Background: an optimization exercise with open tools, aiming at small area, a short achievable clock period and few clock cycles per item. Do not read the settings as production practice. RTL that was checked went through simulation tests only; none was proved equivalent to the original.

// mlp_seq_accel
module mlp_seq_accel (
  input  logic        clk,
  input  logic        reset,
  input  logic        start,
  output logic [9:0]  x_addr,
  input  logic [31:0] x_data,
  output logic [19:0] w_addr,
  input  logic [31:0] w_data,
  output logic        rd_en,
  output logic        busy,
  output logic        done,
  output logic [3:0]  predicted_digit,
  output logic [31:0] max_score
);
Size: about 5700 cells after synthesis, about 1300 flip-flops, ~62000 um2 of cells after synthesis.
Settings: LEC_CHECK=0, CAP_MARGIN=20, CORE_MARGIN=2, CORE_UTILIZATION=45, SLEW_MARGIN=20; clock period 13.0 ns.
standard.sh (not shown) runs the stock make flow with config.mk's settings and CLKGATE_MAP_FILE= SYNTH_SCRIPT=/design/flow/synth_recipe.tcl, a recipe that flattens the netlist after the stock synthesis.
==> flow/flow/run.sh <==
#!/bin/bash
set -uo pipefail
bash standard.sh SETUP_SLACK_MARGIN=9.0 \
  "CTS_ARGS=-sink_clustering_enable -repair_clock_nets -dont_use_dummy_load -sink_clustering_size 24 -sink_clustering_max_diameter 100" \
  finish > flow_make.log 2>&1
The starting point finished clean.
Testbench counts at the start, summed over its fixed seeds: cycles 814,328, items 8.
Change:
--- a/flow/design.v
+++ b/flow/design.v
@@ -146,19 +146,19 @@
     xa_q <= xa_n;
     wa_q <= wa_n;
   end
   logic [31:0] xp_q, a_q, am;
   logic [33:0] a3_q;
   logic [10:0] bs1_q, bs2_q, bs3_q, bs4_q, bneg_q;
-  logic [30:0] act_q;
+  logic [31:0] act_q;
   logic [33:0] wx;
   assign wx = {w_data[31], w_data, 1'b0};
   always_comb begin
     case (tag1_q)
       T_ACC:   am = xp_q;
-      T_RADD:  am = {1'b0, act_q};
+      T_RADD:  am = {1'b0, act_q[30:0]};
       default: am = 32'h0100_0000;
     endcase
   end
   always_ff @(posedge clk) begin
     xp_q <= x_data;
     a_q  <= am;
@@ -762,13 +762,13 @@
     s_q <= mul_s;
     c_q <= mul_c;
     e_q <= mul_e;
   end
   logic [71:0] acc_q, xin, t3, c3, sum, s2, c2;
   logic [70:0] ring_q [10];
-  logic [31:0] r_out, best_q;
+  logic [31:0] r_out;
   logic [3:0]  bidx_q;
   logic [3:0]  pred_q;
   logic [31:0] score_q;
   logic        take;
   logic        sp_q, sn_q;    
   logic [30:0] act_n;
@@ -786,30 +786,28 @@
     if (acc_res[71])          act_n = '0;
     else if (|acc_res[70:55]) act_n = 31'h7FFF_FFFF;
     else                      act_n = acc_res[54:24];
     if (sn_q)      r_out = 32'h8000_0000;
     else if (sp_q) r_out = 32'h7FFF_FFFF;
     else           r_out = ring_q[0][55:24];
-    take = (hs_q == 4'd0) || ($signed(r_out) > $signed(best_q));
+    take = (hs_q == 4'd0) || ($signed(r_out) > $signed(act_q));
   end
   always_ff @(posedge clk) begin
     if (f_accen_q) begin
       acc_q <= sum;
       cya_q <= co_lo;
     end
     cyr_q <= f_ringwr_q & co_lo;
-    if (f_act_q) act_q <= act_n;
+    if (f_act_q) act_q <= {1'b0, act_n};
+    else if (f_eval_q && take) act_q <= r_out;
     for (int r = 0; r < 8; r++) ring_q[r] <= ring_q[r+1];
     ring_q[8] <= {ring_q[9][70:36] + {34'd0, cyr_q}, ring_q[9][35:0]};
     sn_q <= ring_q[1][70] && !(&ring_q[1][69:55]);
     sp_q <= !ring_q[1][70] && (|ring_q[1][69:55]);
     ring_q[9] <= f_ringwr_q ? sum[70:0] : ring_q[0];
-    if (f_eval_q && take) begin
-      best_q <= r_out;
-      bidx_q <= hs_q;
-    end
+    if (f_eval_q && take) bidx_q <= hs_q;
   end
   always_ff @(posedge clk or posedge reset) begin
     if (reset) begin
       busy_q  <= 1'b0;
       done_q  <= 1'b0;
       go_q    <= 1'b0;
@@ -820,13 +818,13 @@
       go_q   <= accept;
       if (accept) busy_q <= 1'b1;
       if (f_eval_q && hs_q == 4'd9) begin
         busy_q  <= 1'b0;
         done_q  <= 1'b1;
         pred_q  <= take ? hs_q : bidx_q;
-        score_q <= take ? r_out : best_q;
+        score_q <= take ? r_out : act_q;
       end
     end
   end
   assign x_addr          = xa_q;
   assign w_addr          = wa_q;
   assign rd_en           = rd_q;
Outcome:
- die area decreases by about 1.1%
- count of clock-buffer cells in the layout goes down by 1
- worst hold slack improves by 0.014 ns
- worst setup slack got worse by 0.16 ns
- utilization fell by 0.25 points
- critical path depth rose by 15
- register-to-register slack loses 0.17 ns
No functional check of the RTL was part of the second run of this note.

==> afterwards: timing with drivers on the ports <==
The results above use ideal ports. As a check the final layouts listed here were re-extracted and re-timed, cells and wires unchanged.
Step 1, drivers: a clkbuf_16 drives clk and a buf_2 each remaining input, both assumed.
Step 2, shift: input delay + t, output delay - t, t = (earliest + latest rising clock arrival at the registers) / 2. This alone moves slack from input paths to output paths.
Slacks: ideal / step 1 / step 2; pairs: ideal / step 1.
run | t (ns) | slack for setup (ns) | worst data-port slew with drivers (ns) | pins driven straight from the clock port
the first run | 0.738 | 9.057 / 8.974 / 8.907 | 0.06 | 1
the second run | 0.758 | 8.900 / 8.900 / 8.900 | 0.09 | 1
After both steps setup and hold are still met in every run listed. The setup slack of the first run, which loses most, moves by -0.083 ns with the drivers and by -0.150 ns with both steps. Setup slack includes reset recovery checks.
